From an optimization exercise on the open Yosys and OpenROAD flow, aimed at a short achievable clock period and few clock cycles; shortcuts taken in it are not production practice. In this exercise RTL edits were held to simulation tests only and were not proved equivalent to the original. Power is estimated from default activity; no workload was simulated.

$ cat design/flow/config.mk
export PLATFORM = sky130hd
export DESIGN_NAME = infix_expression_evaluator
export DESIGN_NICKNAME = infix_expression_evaluator
export VERILOG_FILES = /design/flow/design.v
export SDC_FILE = /design/flow/constraint.sdc
export NUM_CORES = 4
export LEC_CHECK = 0
export ABC_CLOCK_PERIOD_IN_PS = 1500
export CAP_MARGIN = 20
export CORE_MARGIN = 2
export CORE_UTILIZATION = 40
export SETUP_SLACK_MARGIN = 5
export SLEW_MARGIN = 20
$ cat design/flow/constraint.sdc
create_clock -name core_clock -period 9.0 [get_ports {clk}]
set_input_delay 1.8000 -clock core_clock [delete_from_list [all_inputs] [get_ports {clk}]]
set_output_delay 1.8000 -clock core_clock [all_outputs]
set_load 0.01 [all_outputs]
$ cat design/flow/design.v
`default_nettype none
package iee_pkg;
	localparam logic [1:0] ST_OK      = 2'd0;
	localparam logic [1:0] ST_BADCHAR = 2'd1;
	localparam logic [1:0] ST_DIVZERO = 2'd2;
	localparam logic [1:0] ST_STACK   = 2'd3;
	localparam logic [2:0] OP_OPEN = 3'd0;
	localparam logic [2:0] OP_ADD  = 3'd1;
	localparam logic [2:0] OP_SUB  = 3'd2;
	localparam logic [2:0] OP_MUL  = 3'd3;
	localparam logic [2:0] OP_DIV  = 3'd4;
	localparam logic [3:0] CC_ADD   = 4'd10;
	localparam logic [3:0] CC_SUB   = 4'd11;
	localparam logic [3:0] CC_MUL   = 4'd12;
	localparam logic [3:0] CC_DIV   = 4'd13;
	localparam logic [3:0] CC_OPEN  = 4'd14;
	localparam logic [3:0] CC_CLOSE = 4'd15;
endpackage
`default_nettype wire
`default_nettype none
module iee_divider (
	input  wire logic        clk,
	input  wire logic        arst_n,
	input  wire logic        start,
	input  wire logic        is_div,
	input  wire logic [31:0] a,
	input  wire logic [31:0] b,
	output logic             done,
	output logic             dz,
	output logic [31:0]      res
);
	typedef enum logic [3:0] {
		A_IDLE = 4'd0,
		A_ML   = 4'd1,
		A_D0   = 4'd2,
		A_D0B  = 4'd3,
		A_D1   = 4'd4,
		A_D2   = 4'd5,
		A_DL   = 4'd6,
		A_DF   = 4'd7,
		A_DFB  = 4'd8,
		A_DONE = 4'd9
	} astate_t;
	astate_t     st_q;
	logic        dz_q, neg_q, prev_q, ppc_q, mdone_q, sub_q;
	logic [31:0] x_q, m_q, acc_q, pp_q, r_q;
	logic [7:0]  f_q;
	logic [5:0]  cnt_q;
	logic [32:0] trial;
	logic [31:0] acc_sum;
	logic        co0, co1;
	iee_add #(.W(33)) u_trial (
		.a({r_q, x_q[31]}), .b({m_q[31], m_q} ^ {33{sub_q}}), .cin(sub_q),
		.s(trial), .cout(co0)
	);
	iee_add #(.W(32)) u_acc (.a(acc_q), .b(pp_q), .cin(ppc_q), .s(acc_sum), .cout(co1));
	logic [31:0] nx, ninc, nres;
	logic [7:0]  nall;
	logic [8:0]  ncy;
	assign nx = ~x_q;
	for (genvar k = 0; k < 8; k++) begin : g_neg
		assign ninc[k*4 +: 4] = nx[k*4 +: 4] + 4'd1;
		assign nall[k]        = &nx[k*4 +: 4];
		assign nres[k*4 +: 4] = ncy[k] ? pp_q[k*4 +: 4] : nx[k*4 +: 4];
	end
	assign ncy[0] = 1'b1;
	for (genvar k = 1; k < 9; k++) begin : g_ncy
		assign ncy[k] = &f_q[k-1:0];
	end
	logic        bd_one, bd_two, bd_neg;
	assign bd_neg = m_q[1] & ~(m_q[0] & prev_q);
	assign bd_one = m_q[0] ^ prev_q;
	assign bd_two = (m_q[1] & ~m_q[0] & ~prev_q) | (~m_q[1] & m_q[0] & prev_q);
	logic [31:0] pp_mag;
	assign pp_mag = bd_one ? x_q : (bd_two ? {x_q[30:0], 1'b0} : 32'd0);
	logic [31:0] n1a, n1b, n2a, n2b, n2c;
	logic        z16, z8, z4, z2, z1;
	assign z16 = (x_q[31:16] == '0);
	assign n1a = z16 ? {x_q[15:0], 16'd0} : x_q;
	assign z8  = (n1a[31:24] == '0);
	assign n1b = z8 ? {n1a[23:0], 8'd0} : n1a;
	assign z4  = (x_q[31:28] == '0);
	assign n2a = z4 ? {x_q[27:0], 4'd0} : x_q;
	assign z2  = (n2a[31:30] == '0);
	assign n2b = z2 ? {n2a[29:0], 2'd0} : n2a;
	assign z1  = ~n2b[31];
	assign n2c = z1 ? {n2b[30:0], 1'b0} : n2b;
	always_ff @(posedge clk or negedge arst_n) begin
		if (!arst_n) st_q <= A_IDLE;
		else begin
			unique case (st_q)
				A_IDLE: if (start) st_q <= is_div ? A_D0 : A_ML;
				A_ML:   if (mdone_q) st_q <= A_DONE;
				A_D0:   st_q <= (m_q == '0) ? A_DONE : A_D0B;
				A_D0B:  st_q <= A_D1;
				A_D1:   st_q <= A_D2;
				A_D2:   st_q <= A_DL;
				A_DL:   if (cnt_q <= 6'd1) st_q <= A_DF;
				A_DF:   st_q <= A_DFB;
				A_DFB:  st_q <= A_DONE;
				default: st_q <= A_IDLE;
			endcase
		end
	end
	always_ff @(posedge clk) begin
		unique case (st_q)
			A_IDLE: if (start) begin
				x_q     <= a;
				m_q     <= b;
				acc_q   <= '0;
				pp_q    <= '0;
				ppc_q   <= 1'b0;
				prev_q  <= 1'b0;
				dz_q    <= 1'b0;
				mdone_q <= (b == 32'd0);
			end
			A_ML: begin
				acc_q   <= acc_sum;
				pp_q    <= bd_neg ? ~pp_mag : pp_mag;
				ppc_q   <= bd_neg & (bd_one | bd_two);
				x_q     <= {x_q[29:0], 2'b00};
				m_q     <= {{2{m_q[31]}}, m_q[31:2]};
				prev_q  <= m_q[1];
				mdone_q <= (m_q[31:1] == 31'd0) || (m_q[31:1] == 31'h7fff_ffff);
			end
			A_D0: begin
				dz_q  <= (m_q == '0);
				neg_q <= x_q[31] ^ m_q[31];
				pp_q  <= ninc;
				f_q   <= nall;
			end
			A_D0B: if (x_q[31]) x_q <= nres;
			A_D1: begin
				x_q   <= n1b;
				cnt_q <= 6'd32 - {1'b0, z16, z8, 3'b000};
			end
			A_D2: begin
				x_q   <= n2c;
				r_q   <= '0;
				sub_q <= ~m_q[31];
				cnt_q <= cnt_q - {3'b000, z4, z2, z1};
			end
			A_DL: begin
				r_q   <= trial[31:0];
				x_q   <= {x_q[30:0], ~trial[31]};
				sub_q <= ~(trial[31] ^ m_q[31]);
				cnt_q <= cnt_q - 1'b1;
			end
			A_DF: begin
				pp_q <= ninc;
				f_q  <= nall;
			end
			A_DFB: acc_q <= neg_q ? nres : x_q;
			default: ;
		endcase
	end
	assign done = (st_q == A_DONE);
	assign dz   = dz_q;
	assign res  = acc_q;
endmodule
`default_nettype wire
module iee_add #(
	parameter int W = 32
) (
	input  wire logic [W-1:0] a,
	input  wire logic [W-1:0] b,
	input  wire logic         cin,
	output logic [W-1:0]      s,
	output logic              cout
);
	localparam int L = $clog2(W);
	logic [(L+1)*W-1:0] g, p;
	logic [W-1:0] x;
	assign x = a ^ b;
	assign g[0] = (a[0] & b[0]) | (x[0] & cin);
	assign p[0] = x[0];
	for (genvar i = 1; i < W; i++) begin : g_bit
		assign g[i] = a[i] & b[i];
		assign p[i] = x[i];
	end
	for (genvar l = 0; l < L; l++) begin : g_lvl
		for (genvar i = 0; i < W; i++) begin : g_node
			if (i >= (1 << l)) begin : g_comb
				assign g[(l+1)*W + i] = g[l*W + i] | (p[l*W + i] & g[l*W + i - (1 << l)]);
				assign p[(l+1)*W + i] = p[l*W + i] & p[l*W + i - (1 << l)];
			end else begin : g_pass
				assign g[(l+1)*W + i] = g[l*W + i];
				assign p[(l+1)*W + i] = p[l*W + i];
			end
		end
	end
	assign s[0] = x[0] ^ cin;
	for (genvar i = 1; i < W; i++) begin : g_sum
		assign s[i] = x[i] ^ g[L*W + i - 1];
	end
	assign cout = g[L*W + W - 1];
endmodule
`default_nettype none
import iee_pkg::*;
module iee_datapath #(
	parameter int D = 48    
) (
	input  wire logic        clk,
	input  wire logic        arst_n,
	input  wire logic        wr,
	input  wire logic [5:0]  wr_code,
	output logic             full0,
	output logic             full1,
	input  wire logic        take,
	output logic             res_v,
	output logic [31:0]      res_val,
	output logic [1:0]       res_st
);
	function automatic logic [5:0] dec(input logic [5:0] c);
		logic ok;
		ok = ~c[4];
		dec[5] = c[5];
		dec[4] = ok & (c[3:0] == CC_CLOSE);
		dec[3] = ok & (c[3:0] == CC_OPEN);
		dec[2] = ok & (c[3:0] == CC_MUL || c[3:0] == CC_DIV);
		dec[1] = ok & (c[3:0] == CC_ADD || c[3:0] == CC_SUB);
		dec[0] = ok & (c[3:0] <= 4'd9);
	endfunction
	function automatic logic [2:0] okind(input logic [2:0] op);
		okind[2] = (op == OP_SUB);
		okind[1] = (op == OP_MUL) || (op == OP_DIV);
		okind[0] = (op == OP_OPEN);
	endfunction
	logic [D*6-1:0] q_q;
	logic [D:0]     wp_q;       
	logic           pop_head;
	logic           hv_q;       
	logic [5:0]     hd_q;       
	always_ff @(posedge clk or negedge arst_n) begin
		if (!arst_n) begin
			wp_q <= (D+1)'(1);
			hv_q <= 1'b0;
		end else begin
			if (wr && !pop_head) wp_q <= {wp_q[D-1:0], 1'b0};
			else if (pop_head && !wr) wp_q <= {1'b0, wp_q[D:1]};
			hv_q <= pop_head ? (~wp_q[1] | wr) : (~wp_q[0] | wr);
		end
	end
	always_ff @(posedge clk) begin
		for (int i = 0; i < D; i++) begin
			if (pop_head) begin
				if (wr && wp_q[i+1]) q_q[i*6 +: 6] <= wr_code;
				else if (i < D-1) q_q[i*6 +: 6] <= q_q[(i+1)*6 +: 6];
			end else if (wr && wp_q[i]) q_q[i*6 +: 6] <= wr_code;
		end
		if (pop_head) hd_q <= (wr && wp_q[1]) ? dec(wr_code) : dec(q_q[11:6]);
		else if (wr && wp_q[0]) hd_q <= dec(wr_code);
	end
	assign full0 = wp_q[D] | (wr & wp_q[D-1]);
	assign full1 = wp_q[D] | wp_q[D-1] | (wr & wp_q[D-2]);
	logic       h_last, h_dig, h_as, h_md, h_open, h_close;
	logic [3:0] h_code;
	logic [2:0] h_op;
	assign {h_last, h_close, h_open, h_md, h_as, h_dig} = hd_q;
	assign h_code = q_q[3:0];
	always_comb begin
		unique case (h_code)
			CC_ADD:  h_op = OP_ADD;
			CC_SUB:  h_op = OP_SUB;
			CC_MUL:  h_op = OP_MUL;
			CC_DIV:  h_op = OP_DIV;
			default: h_op = OP_OPEN;
		endcase
	end
	logic [16*32-1:0] s_q;
	logic [16*3-1:0]  o_q;
	logic [16:1]      opd_t, opr_t;    
	logic [2:0]       ok_q;            
	logic [1:0]       err_q;
	logic             fin_q, ab_q;
	logic opd_empty, opd_lt2, opd_full, opr_empty, opr_full;
	logic o_open, o_md, o_sub;
	assign opd_empty = ~opd_t[1];
	assign opd_lt2   = ~opd_t[2];
	assign opd_full  = opd_t[16];
	assign opr_empty = ~opr_t[1];
	assign opr_full  = opr_t[16];
	assign {o_sub, o_md, o_open} = ok_q;
	logic        a_start, a_done, a_dz, a_isdiv;
	logic [31:0] a_res;
	assign a_isdiv = (o_q[2:0] == OP_DIV);
	iee_divider u_arith (
		.clk(clk), .arst_n(arst_n), .start(a_start), .is_div(a_isdiv),
		.a(s_q[63:32]), .b(s_q[31:0]), .done(a_done), .dz(a_dz), .res(a_res)
	);
	logic       push_dig, push_op, pop_op, red_as, wb, set_fin, emit;
	logic       set_err;
	logic [1:0] err_val;
	logic       need_red;
	logic [1:0] em_st;
	logic       em_zero;
	assign need_red = ~opr_empty & ~o_open & (h_as | h_close | (h_md & o_md));
	always_comb begin
		pop_head = 1'b0;
		push_dig = 1'b0;
		push_op  = 1'b0;
		pop_op   = 1'b0;
		red_as   = 1'b0;
		a_start  = 1'b0;
		wb       = 1'b0;
		set_fin  = 1'b0;
		set_err  = 1'b0;
		err_val  = ST_STACK;
		emit     = 1'b0;
		em_st    = err_q;
		em_zero  = 1'b1;
		if (ab_q) begin
			if (a_done) begin
				if (a_dz) begin
					set_err = 1'b1;
					err_val = ST_DIVZERO;
				end else wb = 1'b1;
			end
		end else if (!fin_q) begin
			if (hv_q) begin
				if (err_q != ST_OK) begin
					pop_head = 1'b1;
					set_fin  = h_last;
				end else if (need_red) begin
					pop_op = 1'b1;
					if (opd_lt2) set_err = 1'b1;
					else if (o_md) a_start = 1'b1;
					else red_as = 1'b1;
				end else begin
					pop_head = 1'b1;
					set_fin  = h_last;
					if (h_dig) begin
						if (opd_full) set_err = 1'b1;
						else push_dig = 1'b1;
					end else if (h_as | h_md | h_open) begin
						if (opr_full) set_err = 1'b1;
						else push_op = 1'b1;
					end else if (h_close) begin
						if (opr_empty) set_err = 1'b1;
						else pop_op = 1'b1;
					end else begin
						set_err = 1'b1;
						err_val = ST_BADCHAR;
					end
				end
			end
		end else begin
			if (err_q != ST_OK) emit = ~res_v;
			else if (!opr_empty) begin
				pop_op = 1'b1;
				if (o_open) ;
				else if (opd_lt2) set_err = 1'b1;
				else if (o_md) a_start = 1'b1;
				else red_as = 1'b1;
			end else begin
				emit    = ~res_v;
				em_st   = opd_empty ? ST_STACK : ST_OK;
				em_zero = opd_empty;
			end
		end
	end
	always_ff @(posedge clk or negedge arst_n) begin
		if (!arst_n) begin
			opd_t <= '0;
			opr_t <= '0;
			err_q <= ST_OK;
			fin_q <= 1'b0;
			ab_q  <= 1'b0;
			res_v <= 1'b0;
		end else begin
			if (emit) begin
				opd_t <= '0;
				opr_t <= '0;
				err_q <= ST_OK;
				fin_q <= 1'b0;
			end else begin
				if (push_dig) opd_t <= {opd_t[15:1], 1'b1};
				else if (red_as || wb) opd_t <= {1'b0, opd_t[16:2]};
				if (push_op) opr_t <= {opr_t[15:1], 1'b1};
				else if (pop_op) opr_t <= {1'b0, opr_t[16:2]};
				if (set_err) err_q <= err_val;
				if (set_fin) fin_q <= 1'b1;
			end
			if (a_start) ab_q <= 1'b1;
			else if (a_done) ab_q <= 1'b0;
			if (emit) res_v <= 1'b1;
			else if (take) res_v <= 1'b0;
		end
	end
	logic [31:0] sum, dif;
	logic        co_s, co_d;
	iee_add #(.W(32)) u_sum (.a(s_q[63:32]), .b(s_q[31:0]), .cin(1'b0), .s(sum), .cout(co_s));
	iee_add #(.W(32)) u_dif (.a(s_q[63:32]), .b(~s_q[31:0]), .cin(1'b1), .s(dif), .cout(co_d));
	always_ff @(posedge clk) begin
		if (push_dig) begin
			s_q <= {s_q[15*32-1:0], 28'd0, h_code};
		end else if (red_as || wb) begin
			s_q[31:0] <= wb ? a_res : (o_sub ? dif : sum);
			s_q[15*32-1:32] <= s_q[16*32-1:64];
		end
		if (push_op) begin
			o_q  <= {o_q[15*3-1:0], h_op};
			ok_q <= okind(h_op);
		end else if (pop_op) begin
			o_q[15*3-1:0] <= o_q[16*3-1:3];
			ok_q <= okind(o_q[5:3]);
		end
		if (emit) begin
			res_st  <= em_st;
			res_val <= em_zero ? 32'd0 : s_q[31:0];
		end
	end
endmodule
`default_nettype wire
`default_nettype none
module iee_ctrl #(
	parameter int N = 4,
	parameter int NB = 2
) (
	input  wire logic          clk,
	input  wire logic          arst_n,
	input  wire logic          start,
	input  wire logic [7:0]    symbol,
	input  wire logic          last,
	input  wire logic [N-1:0]  full0,    
	input  wire logic [N-1:0]  full1,    
	output logic               busy,
	output logic [N-1:0]       wr,       
	output logic [5:0]         wr_code   
);
	logic          acc;
	logic          in_v_q;
	logic [7:0]    in_sym_q;
	logic          in_last_q;
	logic [NB-1:0] in_tgt_q, tgt_q;
	logic          b_same, b_same1, b_next;
	assign acc = start & ~busy;
	assign b_same  = full0[tgt_q];
	assign b_same1 = full1[tgt_q];
	logic [NB-1:0] tgt_nx;
	assign tgt_nx  = (tgt_q == NB'(N-1)) ? '0 : NB'(tgt_q + 1'b1);
	assign b_next  = full0[tgt_nx];
	always_ff @(posedge clk or negedge arst_n) begin
		if (!arst_n) begin
			busy     <= 1'b0;
			in_v_q   <= 1'b0;
			tgt_q    <= '0;
			in_tgt_q <= '0;
		end else begin
			busy     <= acc ? (last ? b_next : b_same1) : b_same;
			in_v_q   <= acc;
			in_tgt_q <= tgt_q;
			if (acc && last) tgt_q <= tgt_nx;
		end
	end
	always_ff @(posedge clk) begin
		in_sym_q  <= symbol;
		in_last_q <= last;
	end
	logic [4:0] code;
	always_comb begin
		code = 5'b10000;
		if (in_sym_q >= 8'd48 && in_sym_q <= 8'd57) code = {1'b0, in_sym_q[3:0]};
		else if (in_sym_q == 8'd43) code = {1'b0, iee_pkg::CC_ADD};
		else if (in_sym_q == 8'd45) code = {1'b0, iee_pkg::CC_SUB};
		else if (in_sym_q == 8'd42) code = {1'b0, iee_pkg::CC_MUL};
		else if (in_sym_q == 8'd47) code = {1'b0, iee_pkg::CC_DIV};
		else if (in_sym_q == 8'd40) code = {1'b0, iee_pkg::CC_OPEN};
		else if (in_sym_q == 8'd41) code = {1'b0, iee_pkg::CC_CLOSE};
	end
	assign wr_code = {in_last_q, code};
	always_comb begin
		for (int n = 0; n < N; n++) wr[n] = in_v_q && (in_tgt_q == NB'(n));
	end
endmodule
`default_nettype wire
`default_nettype none
module infix_expression_evaluator #(
	parameter int STACK_DEPTH = 16,
	parameter int VALUE_WIDTH = 32
) (
	input  wire logic        clk,
	input  wire logic        arst_n,
	input  wire logic        start,
	output logic             busy,
	input  wire logic [7:0]  symbol,
	input  wire logic        last,
	output logic             done,
	output logic [31:0]      value,
	output logic [1:0]       status
);
	localparam int N  = 4;
	localparam int NB = 2;
	logic [N-1:0]    full0, full1, wr, take, res_v;
	logic [5:0]      wr_code;
	logic [31:0]     res_val [N];
	logic [1:0]      res_st [N];
	logic [NB-1:0]   rd_q;
	iee_ctrl #(.N(N), .NB(NB)) u_ctrl (
		.clk(clk), .arst_n(arst_n), .start(start), .symbol(symbol), .last(last),
		.full0(full0), .full1(full1), .busy(busy), .wr(wr), .wr_code(wr_code)
	);
	for (genvar n = 0; n < N; n++) begin : g_eng
		iee_datapath u_eng (
			.clk(clk), .arst_n(arst_n), .wr(wr[n]), .wr_code(wr_code),
			.full0(full0[n]), .full1(full1[n]),
			.take(take[n]), .res_v(res_v[n]), .res_val(res_val[n]), .res_st(res_st[n])
		);
		assign take[n] = res_v[n] && (rd_q == NB'(n));
	end
	always_ff @(posedge clk or negedge arst_n) begin
		if (!arst_n) begin
			rd_q   <= '0;
			done   <= 1'b0;
			value  <= '0;
			status <= '0;
		end else begin
			done <= res_v[rd_q];
			if (res_v[rd_q]) begin
				value  <= res_val[rd_q];
				status <= res_st[rd_q];
				rd_q   <= (rd_q == NB'(N-1)) ? '0 : NB'(rd_q + 1'b1);
			end
		end
	end
endmodule
`default_nettype wire
$ cat design/flow/run.sh
#!/bin/bash
# synth_recipe.tcl (not shown) runs the flow's synth.tcl, then flattens the netlist and writes it again
# the make line also repeats each setting of config.mk as NAME=value (left out here)
make -C /OpenROAD-flow-scripts/flow DESIGN_CONFIG=/design/flow/config.mk WORK_HOME=/design/flow/orfs CLKGATE_MAP_FILE= SYNTH_SCRIPT=/design/flow/synth_recipe.tcl finish
==> results of run 1 <==
area by class of cell:
class                   instances  area (sq um)  area share (%)
clock buffers                 773         15140           5.702
repair buffers                387          3775           1.422
inverters                     492          1997          0.7522
well taps                    8008         10020           3.774
diodes                          9         22.52        0.008483
multi-input cells           19060        106000           39.91
flip-flops and latches       4684        126500           47.63
clock inverters               206          2120          0.7984
worst paths after layout:
path,from,end,slack (ps),cells after the start
max,g_eng[1].u_eng.u_arith.ppc_q,g_eng[1].u_eng.u_arith.acc_q[30],4990,13
min,g_eng[1].u_eng.o_q[43],g_eng[1].u_eng.o_q[46],420,0
max reg2reg,g_eng[1].u_eng.u_arith.ppc_q,g_eng[1].u_eng.u_arith.acc_q[30],4990,13
min reg2reg,g_eng[1].u_eng.o_q[43],g_eng[1].u_eng.o_q[46],420,0
max in group asynchronous,arst_n,g_eng[1].u_eng.u_arith.st_q[0],6480,3
min in group asynchronous,arst_n,g_eng[2].u_eng.wp_q[32],710,1
sequential cells by signal, indices dropped and copies added (netlist names), 64 cells and up:
register / cells
g_eng.u_eng.u_arith.m_q: 128
g_eng.u_eng.opd_t: 64
g_eng.u_eng.u_arith.r_q: 124
g_eng.u_eng.s_q: 2048
g_eng.u_eng.res_val: 128
g_eng.u_eng.opr_t: 64
g_eng.u_eng.u_arith.acc_q: 128
g_eng.u_eng.u_arith.pp_q: 128
g_eng.u_eng.u_arith.x_q: 128
g_eng.u_eng.q_q: 1144
g_eng.u_eng.wp_q: 196
g_eng.u_eng.o_q: 192
power groups by stage:
stage	Combinational (W)	Sequential (W)	Clock, W
2_1_floorplan	0.0307	0.0358	0
3_3_place_gp	0.0386	0.0385	0
3_5_place_dp	0.0392	0.0386	0
4_1_cts	0.0396	0.0382	0.0221
5_1_grt	0.0448	0.0389	0.0229
6_report	0.0405	0.0383	0.0216
per-stage QoR:
| step | power [W] | utilization [%] | std cells |
|---|---|---|---|
| floorplan | 0.06648 | - | 26060 |
| global placement | 0.07712 | 41.20 | 32540 |
| detailed placement | 0.07785 | 41.20 | 32540 |
| CTS | 0.09991 | 44.16 | 33530 |
| global route | 0.1066 | 44.41 | 33620 |
| finish | 0.1003 | 44.42 | 33620 |
what timing repair did:
| action | CTS | global route |
|---|---|---|
| pin swaps | 13 | 46 |
| gates resized for setup | 73 | 151 |
| hold buffers | 0 | 0 |
| gates cloned | 3 | 12 |
| setup buffers | 11 | 67 |
| setup endpoints to repair | 1937 | 2025 |
metal layers:
layer	GRT usage, %	up-vias
li1	-	88980
met1	28.42	88480
met2	31.36	5049
met3	2.625	1172
met4	7.999	2
met5	0	-
cell usage after synthesis (207+ instances only):
cell type and count:
nand2_1 7183, edfxtp_1 3060, nor2_1 2293, a21oi_1 1851, clkbuf_1 1600, mux2i_1 1490
o21ai_0 1396, dfxtp_1 1217, nand3_1 733, ha_1 562, inv_1 469, xor2_1 409
dfrtp_1 403, o22ai_1 284, xnor2_1 262, nor4_1 207
kinds of logic (layout without fill, tap and decap cells):
| family | Yosys count | after routing |
|---|---|---|
| adder cells (fa/ha/maj) | 586 | 586 |
| XOR/XNOR | 671 | 671 |
| AO/OA/AOI/OAI | 4999 | 4999 |
| buffers and inverters | 2316 | 1858 |
| multiplexers | 1530 | 1530 |
| AND/OR/NAND/NOR | 11270 | 11280 |
| flip-flops | 4684 | 4684 |
| other | 0 | 9 |
critical path, cell delays in order (launching register included):
cell and delay [ps]:
edfxtp_1 410, fa_2 420, fa_2 360, a21o_1 190, a21oi_4 200, o21ai_4 100
a2111oi_4 470, o21ai_2 180, a311o_1 460, a31oi_4 310, o311ai_4 120, a31oi_1 240
xor2_1 170, o22ai_1 90
layout by cell type (no fill, tap or decap), types with 59 or more instances in the layout:
| cell | count |
|---|---|
| nand2_1 | 7169 |
| edfxtp_1 | 3060 |
| nor2_1 | 2275 |
| a21oi_1 | 1829 |
| mux2i_1 | 1488 |
| o21ai_0 | 1385 |
| dfxtp_1 | 1216 |
| nand3_1 | 732 |
| clkbuf_16 | 556 |
| ha_1 | 547 |
| inv_1 | 453 |
| xor2_1 | 409 |
| dfrtp_1 | 399 |
| o22ai_1 | 282 |
| buf_4 | 269 |
| xnor2_1 | 262 |
| nor4_1 | 201 |
| nor3_1 | 174 |
| a211oi_1 | 168 |
| clkbuf_1 | 166 |
| a21o_1 | 157 |
| a22oi_1 | 141 |
| a31oi_1 | 125 |
| nand2b_1 | 105 |
| nor2b_1 | 104 |
| nand4_1 | 97 |
| and2_1 | 90 |
| o21a_1 | 87 |
| o221ai_1 | 76 |
| o21bai_1 | 75 |
| clkinv_1 | 71 |
| a222oi_1 | 71 |
| clkbuf_8 | 62 |
| a221oi_1 | 61 |
| clkinv_2 | 59 |
==> flow_summary.toml, run 1 <==
[cts]
clock_sinks = 4684
clock_latency_ps = 1090
cts_tree = "built"
cts_max_path_buffers = 4
clockRootBuffer = "clkbuf_16"
cts_buffers = 538
clk_pin_slew_worst_paths_ps = 60
cts_max_level = 6

[pwr]
combPwrFrac_pct = 40.4
swShare_pct = 40.46
power_switching_w = 0.04058
ir_drop_uv = 329.4
p_int_w = 0.05973
power.density_mw_per_mm2 = 377.9
p_seq_share_pct = 38.2
pwr-share-clk_pct = 21.5
leakage_nw = 105.5

[yosys]
ys_seq_elements = 4684
netlist.area_leader.share_pct = 38.31
ys_top_cells_by_area = "edfxtp_1 38%, nand2_1 11%, dfxtp_1 10%"
synth_fa_ha_area_share_pct = 3.132
synth-simple-area-share_pct = 19.13
synth_cell_types = 103
syn_nets = 26660
synth.area.mux_share_pct = 6.505
syn-cell-area_sq_mm = 0.2399
yosysSeqAreaShare_pct = 52.71
netlist_instances = 26060
ys.flop_type = "edfxtp_1"
synth-warning-count = 6
synth-edff-count = 3060
synth_top_family_by_area = "simple AND/OR/NAND/NOR gates"
synth_area_per_cell_sq_um = 9.205
yosysTopAreaCell = "edfxtp_1"
synth-async-reset-ratio_pct = 8.689
synthXorXnorAreaFrac_pct = 2.450
synth_compound_area_share_pct = 12.43

[setup_path]
required_ps = 9750
crit_type = "register to register"
end_kind = "register"
arrival_ps = 4760
worst-path-max-fanout = 3
startpoint_type = "register"

[sta]
hold_slack_ps = 424.7
max_freq_ghz = 0.2492
finalHoldViolations = 0
setup_viol = 0
timing.final.max_slew_violations = 0
finalCritPeriodShare_pct = 44.59
fin_ws_ps = 4987
slew_headroom_pct = 14.75
grt_setup_unrepaired = "true"
min_period_ps = 4013
worstMarginPinSlew_ps = 1279
setup_tns_ps = 0
clock-skew-final_ps = 76.85

[global_route]
grt_pass1_wl_mm = 997.3
grt_antenna_before_repair = 14
gr-usage-all-layers_pct = 20.12
overflow = 0
grt_pass1_vias = 173400
grt_max_degree = 245

[final_layout]
fin_nets = 25770
post-route-cell-area_sq_mm = 0.2655
fillers = 57570
synthToLayoutAreaGrowth_pct = 10.67
drive_gt1_share_pct = 5.663

[die]
io_pins = 48
die_y_um = 778.4
start_util_pct = 40.13
die_w_um = 778.4
num_rows = 284
die_area_sq_mm = 0.6059
core_area_sq_mm = 0.5977

[route]
highest_layer = "met5"
vias = 183700
wl_met1_mm = 288.8
dr.pass1.iters = 10
drcViolationCount = 0
ant_nets = 0
dr.first_iter.drc_count = 17400
routed_via_density = 5.463
met3_length_mm = 38.58
routed-wl-met2_mm = 283.0
drt_wl_total_mm = 638.0
routedWlPerCell_um = 18.97

[worst_hold_path]
min_path_type = "register to register"

[place]
placed_area_sq_mm = 0.2463
dp_slack_ps = 4183
dp_hpwl_mm = 416.6
gp_congestion = 0.9278
io_buffers = 47

[run_status]
status = "timing/DRC/antenna clean"

[flow_run]
max-cap-violations = 0
Testbench counts, summed over its fixed seeds: cycles 25,235.
==> run 2: changes to the inputs <==
==> design/flow/flow/run.sh (new file) <==
#!/bin/bash
set -o pipefail
bash standard.sh SETUP_SLACK_MARGIN=5.6 finish > standard_flow.log 2>&1
==> design/flow/standard.sh (new file) <==
#!/bin/bash
# synth_recipe.tcl (not shown) runs the flow's synth.tcl, then flattens the netlist and writes it again
# the make line also repeats each setting of config.mk as NAME=value (left out here)
make -C /OpenROAD-flow-scripts/flow DESIGN_CONFIG=/design/flow/config.mk WORK_HOME=/design/flow/orfs CLKGATE_MAP_FILE= SYNTH_SCRIPT=/design/flow/synth_recipe.tcl "${@:-finish}"
removed: design/flow/run.sh
==> flow_summary.toml, run 2 <==
[yosys]
synth-edff-count = 3060
yosysMostFrequentCell = "nand2_1"
synth-simple-area-share_pct = 19.13
synth-async-reset-ratio_pct = 8.689
synth_area_per_cell_sq_um = 9.205
synth-warning-count = 6
syn-cell-area_sq_mm = 0.2399
netlist_instances = 26060
synth_compound_area_share_pct = 12.43
ys_top_cells_by_area = "edfxtp_1 38%, nand2_1 11%, dfxtp_1 10%"
yosysSeqAreaShare_pct = 52.71
syn_nets = 26660
synth_top_family_by_area = "simple AND/OR/NAND/NOR gates"
yosysTopAreaCell = "edfxtp_1"
synth_common_cells = "7,183 x nand2_1, 3,060 x edfxtp_1, 2,293 x nor2_1"
synthXorXnorAreaFrac_pct = 2.450
synth_cell_types = 103
ys.flop_type = "edfxtp_1"
netlist.area_leader.share_pct = 38.31
synth_fa_ha_area_share_pct = 3.132
ys_seq_elements = 4684
synth.area.mux_share_pct = 6.505

[route]
drcViolationCount = 0
dr.pass1.iters = 9
dr.first_iter.drc_count = 19420
routed_via_density = 5.521
drt_wl_total_mm = 677.2
ant_nets = 1
vias = 188300
routedWlPerCell_um = 19.85

[die]
die_y_um = 778.4
die_w_um = 778.4
die_area_sq_mm = 0.6059
core_area_sq_mm = 0.5977
start_util_pct = 40.13
io_pins = 48
num_rows = 284

[pwr]
p_total_w = 0.1043
p_int_w = 0.06183
pwr-share-clk_pct = 21.1
combPwrFrac_pct = 42.3
power.density_mw_per_mm2 = 381.2
power_switching_w = 0.04244
swShare_pct = 40.70
leakage_nw = 108.9
p_seq_share_pct = 36.6
ir_drop_uv = 244.1

[setup_path]
cp-endpoint = "g_eng[2].u_eng.u_arith.acc_q[30]"
cpMostUsedCell = "fa_2"
crit_start = "g_eng[2].u_eng.u_arith.ppc_q"
cp.depth = 13
cpMaxStageDelayCell = "fa_2"
critical_path_buf_inv_count = 0
arrival_ps = 4550
ff2ff_path_depth = 13
startpoint_type = "register"
end_kind = "register"
worst-path-max-fanout = 3
rr_startpoint = "g_eng[2].u_eng.u_arith.ppc_q"
reg2reg_setup_slack_ps = 5210
slowest_delay_ps = 420
regToRegEndpoint = "g_eng[2].u_eng.u_arith.acc_q[30]"
required_ps = 9760
crit_type = "register to register"
cp_top_family = "compound AO/OA/AOI/OAI gates"
path_cells = "fa_2 > fa_2 > a21oi_4 > o22ai_2 > o41a_1 > a211o_1 > o32a_1 > a21oi_2 > o211ai_1 > nand4_1 > nand2_1 > xnor2_1 > o22ai_1"

[run_status]
status = "finished with violations"
violations = "antenna violations"

[final_layout]
fillers = 56790
drive_gt1_share_pct = 9.473
largest_register_ffs = 2048
synthToLayoutAreaGrowth_pct = 14.04
top_regs = "g_eng.u_eng.s_q: 2048 flops, g_eng.u_eng.q_q: 1144 flops, g_eng.u_eng.wp_q: 196 flops"
final_cell_mix = "7,162 x nand2_1, 3,060 x edfxtp_1, 2,261 x nor2_1, 1,779 x a21oi_1, 1,483 x mux2i_1"
largest-register = "g_eng.u_eng.s_q"
fin_nets = 26250
final_util_pct = 45.77
final_common_cell = "nand2_1"

[global_route]
grt_pass1_vias = 176000
overflow = 0
grt_max_degree = 197
gr-usage-all-layers_pct = 21.23
grt_pass1_wl_mm = 1042
grt_antenna_before_repair = 26

[sta]
setup_viol = 0
min_period_ps = 3794
grt_setup_unrepaired = "true"
finalCritPeriodShare_pct = 42.15
hold_slack_ps = 425.5
timing.final.max_slew_violations = 0
max_freq_ghz = 0.2636
slew_headroom_pct = 26.59
clock-skew-final_ps = 64.05
setup_tns_ps = 0
finalHoldViolations = 0
worstMarginPinSlew_ps = 1100

[cts]
cts_tree = "built"
cts_max_path_buffers = 4
clock_latency_ps = 1080
cts_buffers = 535
clk_pin_slew_worst_paths_ps = 60
clock_sinks = 4684
cts_max_level = 6
clockRootBuffer = "clkbuf_16"

[flow_run]
max-cap-violations = 0

[place]
gp_congestion = 0.9379
io_buffers = 47
dp_hpwl_mm = 426.1

[worst_hold_path]
min_path_type = "register to register"
whs_path_depth = 0
[run 2: cell counts after synthesis]
No cell type changed its count.
[run 2: area by class of cell]
class	count	area, sq um	share of cell area [%]
clock inverter	249	2709	0.9903
inverter	492	2277	0.8325
timing repair buffer	853	8482	3.101
timing repair inverter	8	66.31	0.02424
antenna	18	45.04	0.01647
tap	8008	10020	3.663
sequential	4684	126500	46.25
multi-input combinational	19080	108700	39.72
clock buffer	721	14760	5.397
[run 2: worst min-delay path by stage]
stage / from / end / slack (ps)
global route: g_eng[2].u_eng.s_q[474] / g_eng[2].u_eng.s_q[506] / 440
global placement: g_eng[1].u_eng.s_q[449] / g_eng[1].u_eng.s_q[481] / 430
CTS: g_eng[2].u_eng.s_q[474] / g_eng[2].u_eng.s_q[506] / 420
finish: g_eng[2].u_eng.s_q[474] / g_eng[2].u_eng.s_q[506] / 430
detailed placement: g_eng[3].u_eng.s_q[457] / g_eng[3].u_eng.s_q[489] / 430
floorplan: u_ctrl.tgt_q[0] / u_ctrl.in_tgt_q[0] / 380
[run 2: stage by stage]
| stage | worst slack, ps | instances | cell area [sq um] |
|---|---|---|---|
| finish | 5206 | 34110 | 273500 |
| floorplan | 4854 | 26060 | 240100 |
| detailed placement | 3956 | 32540 | 246300 |
| global placement | 3976 | 32540 | 246300 |
| global route | 5087 | 34090 | 273500 |
| CTS | 5158 | 33810 | 269000 |
[run 2: metal layers]
layer  part of all wire (%)  routed length (um)  global-route usage [%]  up-vias
met5                  0.010                  69                       0        -
met3                    7.4               50000                   3.632     1164
met4                    3.9               26330                   7.585       10
li1                       -                   -                       -    90070
met1                     45              305100                   30.42    91170
met2                     44              295700                   32.35     5910
[run 2: cells by family (layout without fill, tap and decap cells)]
group,after synthesis,count (layout)
AND/OR/NAND/NOR,11270,11290
other,0,18
buffers and inverters,2316,2323
flip-flops,4684,4684
multiplexers,1530,1530
AO/OA/AOI/OAI,4999,5000
adder cells (fa/ha/maj),586,586
XOR/XNOR,671,671
[run 2: power by group through the flow]
stage,combinational (W),sequential [W],clock (W)
floorplan,0.0307,0.0357,0
global placement,0.0386,0.0387,0
detailed placement,0.0392,0.0388,0
CTS,0.0419,0.0381,0.0224
global route,0.0484,0.0388,0.0232
finish,0.0441,0.0382,0.0220
[run 2: what timing repair did]
item	CTS	global route
resized for setup	737	490
endpoints found under the setup margin	4103	3124
buffers inserted	255	264
pin swaps	142	208
hold buffers	0	0
gates cloned	46	22
==> run 3: changes to the inputs <==
--- a/design/flow/design.v
+++ b/design/flow/design.v
@@ -32,6 +32,7 @@
 	typedef enum logic [3:0] {
 		A_IDLE = 4'd0,
 		A_ML   = 4'd1,
+		A_MF   = 4'd10,
 		A_D0   = 4'd2,
 		A_D0B  = 4'd3,
 		A_D1   = 4'd4,
@@ -42,8 +43,8 @@
 		A_DONE = 4'd9
 	} astate_t;
 	astate_t     st_q;
-	logic        dz_q, neg_q, prev_q, ppc_q, mdone_q, sub_q;
-	logic [31:0] x_q, m_q, acc_q, pp_q, r_q;
+	logic        dz_q, neg_q, prev_q, mdone_q, sub_q;
+	logic [31:0] x_q, m_q, acc_q, pp_q, r_q, cs_q, cc_q, q_q;
 	logic [7:0]  f_q;
 	logic [5:0]  cnt_q;
 	logic [32:0] trial;
@@ -53,15 +54,18 @@
 		.a({r_q, x_q[31]}), .b({m_q[31], m_q} ^ {33{sub_q}}), .cin(sub_q),
 		.s(trial), .cout(co0)
 	);
-	iee_add #(.W(32)) u_acc (.a(acc_q), .b(pp_q), .cin(ppc_q), .s(acc_sum), .cout(co1));
-	logic [31:0] nx, ninc, nres;
-	logic [7:0]  nall;
+	iee_add #(.W(32)) u_acc (.a(cs_q), .b(cc_q), .cin(1'b0), .s(acc_sum), .cout(co1));
+	logic [31:0] nx, ninc, nres, nq, nqinc;
+	logic [7:0]  nall, nqall;
 	logic [8:0]  ncy;
 	assign nx = ~x_q;
+	assign nq = ~q_q;
 	for (genvar k = 0; k < 8; k++) begin : g_neg
-		assign ninc[k*4 +: 4] = nx[k*4 +: 4] + 4'd1;
-		assign nall[k]        = &nx[k*4 +: 4];
-		assign nres[k*4 +: 4] = ncy[k] ? pp_q[k*4 +: 4] : nx[k*4 +: 4];
+		assign ninc[k*4 +: 4]  = nx[k*4 +: 4] + 4'd1;
+		assign nall[k]         = &nx[k*4 +: 4];
+		assign nqinc[k*4 +: 4] = nq[k*4 +: 4] + 4'd1;
+		assign nqall[k]        = &nq[k*4 +: 4];
+		assign nres[k*4 +: 4]  = ncy[k] ? pp_q[k*4 +: 4] : nx[k*4 +: 4];
 	end
 	assign ncy[0] = 1'b1;
 	for (genvar k = 1; k < 9; k++) begin : g_ncy
@@ -71,8 +75,9 @@
 	assign bd_neg = m_q[1] & ~(m_q[0] & prev_q);
 	assign bd_one = m_q[0] ^ prev_q;
 	assign bd_two = (m_q[1] & ~m_q[0] & ~prev_q) | (~m_q[1] & m_q[0] & prev_q);
-	logic [31:0] pp_mag;
+	logic [31:0] pp_mag, pp;
 	assign pp_mag = bd_one ? x_q : (bd_two ? {x_q[30:0], 1'b0} : 32'd0);
+	assign pp     = bd_neg ? ~pp_mag : pp_mag;
 	logic [31:0] n1a, n1b, n2a, n2b, n2c;
 	logic        z16, z8, z4, z2, z1;
 	assign z16 = (x_q[31:16] == '0);
@@ -90,7 +95,8 @@
 		else begin
 			unique case (st_q)
 				A_IDLE: if (start) st_q <= is_div ? A_D0 : A_ML;
-				A_ML:   if (mdone_q) st_q <= A_DONE;
+				A_ML:   if (mdone_q) st_q <= A_MF;
+				A_MF:   st_q <= A_DONE;
 				A_D0:   st_q <= (m_q == '0) ? A_DONE : A_D0B;
 				A_D0B:  st_q <= A_D1;
 				A_D1:   st_q <= A_D2;
@@ -107,22 +113,22 @@
 			A_IDLE: if (start) begin
 				x_q     <= a;
 				m_q     <= b;
-				acc_q   <= '0;
-				pp_q    <= '0;
-				ppc_q   <= 1'b0;
+				cs_q    <= '0;
+				cc_q    <= '0;
 				prev_q  <= 1'b0;
 				dz_q    <= 1'b0;
 				mdone_q <= (b == 32'd0);
 			end
 			A_ML: begin
-				acc_q   <= acc_sum;
-				pp_q    <= bd_neg ? ~pp_mag : pp_mag;
-				ppc_q   <= bd_neg & (bd_one | bd_two);
+				cs_q    <= cs_q ^ cc_q ^ pp;
+				cc_q    <= {(cs_q[30:0] & cc_q[30:0]) | (cs_q[30:0] & pp[30:0]) | (cc_q[30:0] & pp[30:0]),
+				            bd_neg & (bd_one | bd_two)};
 				x_q     <= {x_q[29:0], 2'b00};
 				m_q     <= {{2{m_q[31]}}, m_q[31:2]};
 				prev_q  <= m_q[1];
 				mdone_q <= (m_q[31:1] == 31'd0) || (m_q[31:1] == 31'h7fff_ffff);
 			end
+			A_MF: acc_q <= acc_sum;
 			A_D0: begin
 				dz_q  <= (m_q == '0);
 				neg_q <= x_q[31] ^ m_q[31];
@@ -137,18 +143,21 @@
 			A_D2: begin
 				x_q   <= n2c;
 				r_q   <= '0;
+				q_q   <= '0;
 				sub_q <= ~m_q[31];
 				cnt_q <= cnt_q - {3'b000, z4, z2, z1};
 			end
 			A_DL: begin
 				r_q   <= trial[31:0];
-				x_q   <= {x_q[30:0], ~trial[31]};
+				x_q   <= {x_q[30:0], 1'b0};
+				q_q   <= {q_q[30:0], ~trial[31]};
 				sub_q <= ~(trial[31] ^ m_q[31]);
 				cnt_q <= cnt_q - 1'b1;
 			end
 			A_DF: begin
-				pp_q <= ninc;
-				f_q  <= nall;
+				x_q  <= q_q;
+				pp_q <= nqinc;
+				f_q  <= nqall;
 			end
 			A_DFB: acc_q <= neg_q ? nres : x_q;
 			default: ;
@@ -510,18 +519,16 @@
 	end
 	always_ff @(posedge clk or negedge arst_n) begin
 		if (!arst_n) begin
-			rd_q   <= '0;
-			done   <= 1'b0;
-			value  <= '0;
-			status <= '0;
+			rd_q <= '0;
+			done <= 1'b0;
 		end else begin
 			done <= res_v[rd_q];
-			if (res_v[rd_q]) begin
-				value  <= res_val[rd_q];
-				status <= res_st[rd_q];
-				rd_q   <= (rd_q == NB'(N-1)) ? '0 : NB'(rd_q + 1'b1);
-			end
+			if (res_v[rd_q]) rd_q <= (rd_q == NB'(N-1)) ? '0 : NB'(rd_q + 1'b1);
 		end
 	end
+	always_ff @(posedge clk) begin
+		value  <= res_val[rd_q];
+		status <= res_st[rd_q];
+	end
 endmodule
 `default_nettype wire
--- a/design/flow/config.mk
+++ b/design/flow/config.mk
@@ -8,6 +8,6 @@
 export ABC_CLOCK_PERIOD_IN_PS = 1500
 export CAP_MARGIN = 20
 export CORE_MARGIN = 2
-export CORE_UTILIZATION = 40
+export CORE_UTILIZATION = 55
 export SETUP_SLACK_MARGIN = 5
 export SLEW_MARGIN = 20
==> flow_summary.toml, run 3 <==
[global_route]
gr-usage-all-layers_pct = 29.70
grt_pass1_vias = 186600
grt_pass1_wl_mm = 1105
grt_max_degree = 227
grt_antenna_before_repair = 42
overflow = 0

[route]
drt_wl_total_mm = 721.8
drcViolationCount = 0
dr.first_iter.drc_count = 20520
routed_via_density = 6.012
vias = 199300
dr.pass1.iters = 11
ant_nets = 0
routedWlPerCell_um = 21.78

[sta]
max_freq_ghz = 0.2827
finalHoldViolations = 0
timing.final.max_slew_violations = 0
setup_viol = 0
hold_slack_ps = 445.5
slew_headroom_pct = 16.76
finalCritPeriodShare_pct = 39.30
grt_setup_unrepaired = "true"
fin_ws_ps = 5463
setup_tns_ps = 0
min_period_ps = 3537
clock-skew-final_ps = 44.47
worstMarginPinSlew_ps = 1249

[yosys]
synth-warning-count = 6
yosysTopAreaCell = "edfxtp_1"
yosysMostFrequentCell = "nand2_1"
synth-edff-count = 3440
synth_area_per_cell_sq_um = 9.443
syn-cell-area_sq_mm = 0.2534
yosysSeqAreaShare_pct = 54.34
ys_top_cells_by_area = "edfxtp_1 41%, nand2_1 11%, dfxtp_1 9.9%"
synth-async-reset-ratio_pct = 7.366
netlist_instances = 26830
ys_seq_elements = 5064
syn_nets = 27550
netlist.area_leader.share_pct = 40.77
synth_common_cells = "7,754 x nand2_1, 3,440 x edfxtp_1, 2,005 x a21oi_1"
ys.flop_type = "edfxtp_1"
synth_cell_types = 94

[place]
dp_hpwl_mm = 461.4
gp_congestion = 0.9709
io_buffers = 47
dp_slack_ps = 3558

[die]
core_area_sq_mm = 0.4592
num_rows = 249
io_pins = 48
die_y_um = 682.7
die_w_um = 682.7
start_util_pct = 55.17
die_area_sq_mm = 0.4661

[final_layout]
largest-register = "g_eng.u_eng.s_q"
largest_register_ffs = 2048
final_cell_mix = "7,733 x nand2_1, 3,440 x edfxtp_1, 1,957 x a21oi_1, 1,484 x nor2_1, 1,219 x dfxtp_1"
regArea_sq_mm = 0.1378
fillers = 39200
multi_input_area_sq_mm = 0.1102
top_regs = "g_eng.u_eng.s_q: 2048 flops, g_eng.u_eng.q_q: 1144 flops, g_eng.u_eng.wp_q: 196 flops"
synthToLayoutAreaGrowth_pct = 12.37
drive_gt1_share_pct = 8.885
final_common_cell = "nand2_1"
fin_nets = 27240

[worst_hold_path]
worstHoldStart = "g_eng[1].u_eng.s_q[458]"
min_path_type = "register to register"

[setup_path]
slowest_delay_ps = 490
rr_startpoint = "g_eng[0].u_eng.u_arith.sub_q"
end_kind = "register"
arrival_ps = 4340
crit_type = "register to register"
startpoint_type = "register"
required_ps = 9800
crit_start = "g_eng[0].u_eng.u_arith.sub_q"
cpMaxStageDelayCell = "a2111o_1"
worst-path-max-fanout = 7
path_cells = "buf_12 > buf_4 > xor2_1 > ha_1 > nor2b_4 > o21ai_4 > a2111oi_4 > o311ai_4 > a2111o_1 > nand4b_1 > a31oi_4 > o21bai_1 > xnor2_1 > nor2_1"

[pwr]
p_seq_share_pct = 37.4
ir_drop_uv = 286.2
combPwrFrac_pct = 42.3
pwr-share-clk_pct = 20.4
swShare_pct = 41.39
power_switching_w = 0.04597
p_int_w = 0.06510
p_total_w = 0.1111
leakage_nw = 111.4
power.density_mw_per_mm2 = 390.1

[cts]
cts_max_level = 6
cts_max_path_buffers = 4
clock_sinks = 5064
clockRootBuffer = "clkbuf_16"
cts_buffers = 558
clock_latency_ps = 1080
clk_pin_slew_worst_paths_ps = 60
cts_hold_buffers = 0
cts_tree = "built"

[flow_run]
max-cap-violations = 0

[run_status]
status = "timing/DRC/antenna clean"
-- run 3: changes by cell type after synthesis, moves of 121 or more --
cell      change
nand2_1     +571
and3_1      +126
edfxtp_1    +380
nor2_1      -767
o21ai_0     -121
o22ai_1     +570
o211ai_1    +189
a21oi_1     +154
inv_1       +260
mux2i_1     -600
nand3_1     -218
-- run 3: path summary, 6_finish.rpt --
check                                                  to  slack, ps  depth (start not counted)
min reg2reg                       g_eng[1].u_eng.s_q[490]        450                          0
max in group asynchronous         g_eng[0].u_eng.wp_q[40]       6450                          3
max reg2reg                g_eng[0].u_eng.u_arith.r_q[28]       5460                         14
min in group asynchronous         g_eng[3].u_eng.wp_q[24]        760                          1
min                               g_eng[1].u_eng.s_q[490]        450                          0
max                        g_eng[0].u_eng.u_arith.r_q[28]       5460                         14
-- run 3: layout make-up --
cell class	instances	area share, %
sequential	5064	48.39
tap	6149	2.703
inverter	748	1.110
timing repair inverter	11	0.03033
multi-input combinational	19340	38.71
clock buffer	773	5.495
antenna	15	0.01319
clock inverter	239	0.7762
timing repair buffer	805	2.775
-- run 3: what timing repair did --
| item | 4_1_cts | 5_1_grt |
|---|---|---|
| setup endpoints to repair | 4211 | 3295 |
| gates resized for setup | 681 | 486 |
| pin swaps | 100 | 197 |
| gates cloned | 42 | 22 |
| buffers inserted | 228 | 201 |
-- run 3: routing by layer --
layer,up-vias,share of wire (%),track usage (%)
li1,94330,-,-
met1,96860,45,43.48
met2,6761,44,44.54
met3,1298,7.7,5.063
met4,20,3.8,10.59
met5,-,0.019,0
-- run 3: metrics by stage --
step | area, sq um | instances | util, %
after floorplan | 253500 | 26830 | -
after detailed placement | 258100 | 31620 | 56.21
after global routing | 284600 | 33130 | 61.98
after global placement | 258100 | 31620 | 56.21
final | 284700 | 33140 | 61.99
after CTS | 280500 | 32900 | 61.09
-- run 3: cells by family (layout without fill, tap and decap cells) --
family                   count (synthesis)  after routing  synth area share, %
AND/OR/NAND/NOR                      11070          11080                17.92
AO/OA/AOI/OAI                         5973           5974                14.25
flip-flops                            5064           5064                54.34
buffers and inverters                 2442           2576                3.625
multiplexers                           923            923                3.676
adder cells (fa/ha/maj)                706            706                3.913
XOR/XNOR                               655            655                2.264
other                                    0             15                    0
-- run 3: power groups by stage --
stage          registers [W]  logic [W]  clock network (W)
2_1_floorplan         0.0397     0.0319                  0
3_3_place_gp          0.0420     0.0417                  0
3_5_place_dp          0.0420     0.0422                  0
4_1_cts               0.0414     0.0446             0.0230
5_1_grt               0.0422     0.0518             0.0239
6_report              0.0415     0.0469             0.0226
-- run 3: critical path: cells and delay by family (launching register included) --
family | cells | cell delay [ps]
AO/OA/AOI/OAI | 6 | 1470
flip-flops | 1 | 430
AND/OR/NAND/NOR | 3 | 430
adder cells (fa/ha/maj) | 1 | 340
buffers and inverters | 2 | 310
XOR/XNOR | 2 | 290
Testbench counts of run 3, summed over its fixed seeds: cycles 25,315.
==> run 4: changes to the inputs <==
==> design/flow/run.sh (new file) <==
#!/bin/bash
# synth_recipe.tcl (not shown) runs the flow's synth.tcl, then flattens the netlist and writes it again
# the make line also repeats each setting of config.mk as NAME=value (left out here)
make -C /OpenROAD-flow-scripts/flow DESIGN_CONFIG=/design/flow/config.mk WORK_HOME=/design/flow/orfs CLKGATE_MAP_FILE= SYNTH_SCRIPT=/design/flow/synth_recipe.tcl finish
removed: design/flow/flow/run.sh
removed: design/flow/standard.sh
==> flow_summary.toml, run 4 <==
[global_route]
grt_pass1_vias = 183900
gr-usage-all-layers_pct = 28.99
grt_pass1_wl_mm = 1082
grt_max_degree = 228
grt_antenna_before_repair = 35
overflow = 0

[cts]
cts_tree = "built"
clock_latency_ps = 1080
cts_max_level = 6
clock_sinks = 5064
cts_max_path_buffers = 4
clockRootBuffer = "clkbuf_16"
cts_hold_buffers = 0
clk_pin_slew_worst_paths_ps = 60
cts_buffers = 558

[die]
die_area_sq_mm = 0.4661
num_rows = 249
die_y_um = 682.7
die_w_um = 682.7
io_pins = 48
start_util_pct = 55.17
core_area_sq_mm = 0.4592

[final_layout]
largest-register = "g_eng.u_eng.s_q"
regArea_sq_mm = 0.1377
synthToLayoutAreaGrowth_pct = 9.580
fin_nets = 26850
multi_input_area_sq_mm = 0.1074
drive_gt1_share_pct = 5.677
final_cell_mix = "7,738 x nand2_1, 3,440 x edfxtp_1, 1,998 x a21oi_1, 1,495 x nor2_1, 1,263 x o21ai_0"
fillers = 39850
top_regs = "g_eng.u_eng.s_q: 2048 flops, g_eng.u_eng.q_q: 1144 flops, g_eng.u_eng.wp_q: 196 flops"
largest_register_ffs = 2048
final_common_cell = "nand2_1"

[setup_path]
reg2reg_setup_slack_ps = 5100
cpMaxStageDelayCell = "clkdlybuf4s50_1"
required_ps = 7200
arrival_ps = 2150
cp_top_family = "buffers and inverters"
ff2ff_path_depth = 10
crit_start = "value[31]"
slowest_delay_ps = 600
regToRegEndpoint = "g_eng[0].u_eng.u_arith.acc_q[31]"
worst-path-max-fanout = 1
cp-endpoint = "value[31]"
path_cells = "clkdlybuf4s50_1"
startpoint_type = "register"
cp.depth = 1
rr_startpoint = "g_eng[0].u_eng.u_arith.cc_q[1]"
critical_path_buf_inv_count = 1
crit_type = "register to primary output"
end_kind = "primary output"

[yosys]
netlist.area_leader.share_pct = 40.77
synth_common_cells = "7,754 x nand2_1, 3,440 x edfxtp_1, 2,005 x a21oi_1"
yosysTopAreaCell = "edfxtp_1"
ys.flop_type = "edfxtp_1"
synth-async-reset-ratio_pct = 7.366
synth_cell_types = 94
netlist_instances = 26830
syn_nets = 27550
syn-cell-area_sq_mm = 0.2534
ys_seq_elements = 5064
synth-warning-count = 6
ys_top_cells_by_area = "edfxtp_1 41%, nand2_1 11%, dfxtp_1 9.9%"
yosysMostFrequentCell = "nand2_1"
synth-edff-count = 3440
synth_area_per_cell_sq_um = 9.443
yosysSeqAreaShare_pct = 54.34

[route]
ant_nets = 0
dr.first_iter.drc_count = 20450
drt_wl_total_mm = 697.6
dr.pass1.iters = 12
routed_via_density = 5.988
drcViolationCount = 0
routedWlPerCell_um = 21.31
vias = 196000

[sta]
min_period_ps = 3946
setup_viol = 0
finalHoldViolations = 0
timing.final.max_slew_violations = 0
clock-skew-final_ps = 50.59
slew_headroom_pct = 15.21
worstMarginPinSlew_ps = 1272
fin_ws_ps = 5054
max_freq_ghz = 0.2534
finalCritPeriodShare_pct = 43.84
setup_tns_ps = 0
grt_setup_unrepaired = "true"

[pwr]
power.density_mw_per_mm2 = 388.0
combPwrFrac_pct = 40.3
swShare_pct = 41.25
pwr-share-clk_pct = 21.0
leakage_nw = 108.7
p_int_w = 0.06327
p_seq_share_pct = 38.7
power_switching_w = 0.04443
ir_drop_uv = 345.2

[run_status]
status = "timing/DRC/antenna clean"

[place]
io_buffers = 47
dp_slack_ps = 3558
dp_hpwl_mm = 461.4
gp_congestion = 0.9709

[worst_hold_path]
min_path_type = "register to register"

[flow_run]
max-cap-violations = 0
run 4: changes by cell type in the layout (fill, tap and decap cells not counted), moves of 42 or more:
| cell | previous run | this run |
|---|---|---|
| buf_6 | 62 | 20 |
| buf_4 | 592 | 309 |
| ha_4 | 44 | 1 |
| ha_1 | 448 | 546 |
| ha_2 | 70 | 15 |
| o21ai_0 | 1203 | 1263 |
run 4: worst reg2reg max path: stages (launching register included):
cell and delay (ps):
edfxtp_1 400, ha_1 310, a211o_1 350, a211oi_2 340, o211ai_1 310, a21o_1 270
a211o_1 320, o41ai_1 510, o21ai_0 190, xor2_1 240, a21oi_1 420
run 4: worst min-delay path by stage:
stage / start / end / slack (ps) / cells after the start
6_report: g_eng[1].u_eng.s_q[458] / g_eng[1].u_eng.s_q[490] / 440 / 0
5_1_grt: g_eng[3].u_eng.s_q[459] / g_eng[3].u_eng.s_q[491] / 450 / 0
4_1_cts: g_eng[1].u_eng.s_q[458] / g_eng[1].u_eng.s_q[490] / 430 / 0
3_5_place_dp: g_eng[3].u_eng.u_arith.acc_q[4] / g_eng[3].u_eng.s_q[4] / 430 / 2
3_3_place_gp: g_eng[1].u_eng.s_q[458] / g_eng[1].u_eng.s_q[490] / 430 / 0
2_1_floorplan: g_eng[0].u_eng.u_arith.acc_q[17] / g_eng[0].u_eng.s_q[17] / 420 / 2
run 4: final cells by class:
cell class,instances,area share [%]
tap,6149,2.771
timing repair buffer,421,1.406
antenna,10,0.009014
clock inverter,239,0.7959
multi-input combinational,19330,38.70
sequential,5064,49.60
clock buffer,773,5.635
timing repair inverter,6,0.01217
inverter,748,1.077
run 4: logic make-up after synthesis:
logic type / Yosys count / share of synthesized area (%)
muxes: 923 / 3.676
adders and majority gates: 706 / 3.913
buffers and inverters: 2442 / 3.625
DFF: 5064 / 54.34
and+or+nand+nor: 11070 / 17.92
xor gates and xnor gates: 655 / 2.264
AOI/OAI and AO/OA: 5973 / 14.25
run 4: metrics by stage:
stage	std cells	hold slack [ps]	power, W	util, %	area, sq um
after floorplan	26830	417.8	0.07157	-	253500
after global placement	31620	428.7	0.08366	56.21	258100
after detailed placement	31620	431.2	0.08428	56.21	258100
after CTS	32660	434.9	0.1074	60.23	276600
after global routing	32730	450.3	0.1147	60.45	277600
final	32740	443.4	0.1077	60.45	277600
run 4: repair_timing:
| action | in CTS | in global routing |
|---|---|---|
| setup buffers | 18 | 61 |
| cloned | 10 | 5 |
| endpoints found under the hold margin | 0 | 0 |
| pin swaps | 3 | 7 |
| resized for setup | 91 | 110 |
| endpoints found under the setup margin | 2421 | 2179 |
run 4: power groups by stage:
stage / clock [W] / sequential, W / combinational (W)
2_1_floorplan: 0 / 0.0397 / 0.0319
3_3_place_gp: 0 / 0.0420 / 0.0417
3_5_place_dp: 0 / 0.0420 / 0.0422
4_1_cts: 0.0230 / 0.0416 / 0.0428
5_1_grt: 0.0239 / 0.0424 / 0.0484
6_report: 0.0226 / 0.0417 / 0.0434
run 4: routing by layer:
metal | wire, um | vias to the layer above | share of wire, % | GRT usage, %
li1 | - | 93490 | - | -
met1 | 316400 | 94790 | 45 | 42.65
met2 | 303700 | 6525 | 44 | 43.44
met3 | 51160 | 1210 | 7.3 | 4.830
met4 | 26180 | 18 | 3.8 | 10.08
met5 | 116 | - | 0.017 | 0

afterwards: timing with drivers on the ports:
How much do the figures lean on ideal ports? The routed layouts below were timed once more, with nothing changed but the port constraints.
Step 1: set_driving_cell puts a clkbuf_16 on clk and a buf_2 on each other input, an assumption about the parent block.
Step 2 moves the port delays by t, midway between the first and last clock arrival at a register: inputs arrive t later, outputs are due t later. That takes back most of the time a late clock gives input paths.
Slacks: no drivers / after step 1 / after step 2; pairs: no drivers / after step 1.
run	t, ns	slack for setup (ns)	hold WS [ns]	clock arrival spread, ns
run 1	1.168	4.987 / 4.964 / 4.987	0.425 / 0.425 / 0.425	0.092 / 0.092
run 2	1.182	5.206 / 5.206 / 5.047	0.425 / 0.425 / 0.425	0.086 / 0.086
run 3	1.185	5.463 / 5.347 / 5.328	0.445 / 0.445 / 0.445	0.055 / 0.055
run 4	1.183	5.054 / 4.932 / 5.096	0.443 / 0.443 / 0.443	0.062 / 0.063
The setup slack of run 2, which loses most, moves by 0.000 ns with the drivers and by -0.159 ns with both steps. Setup slack includes reset recovery checks.
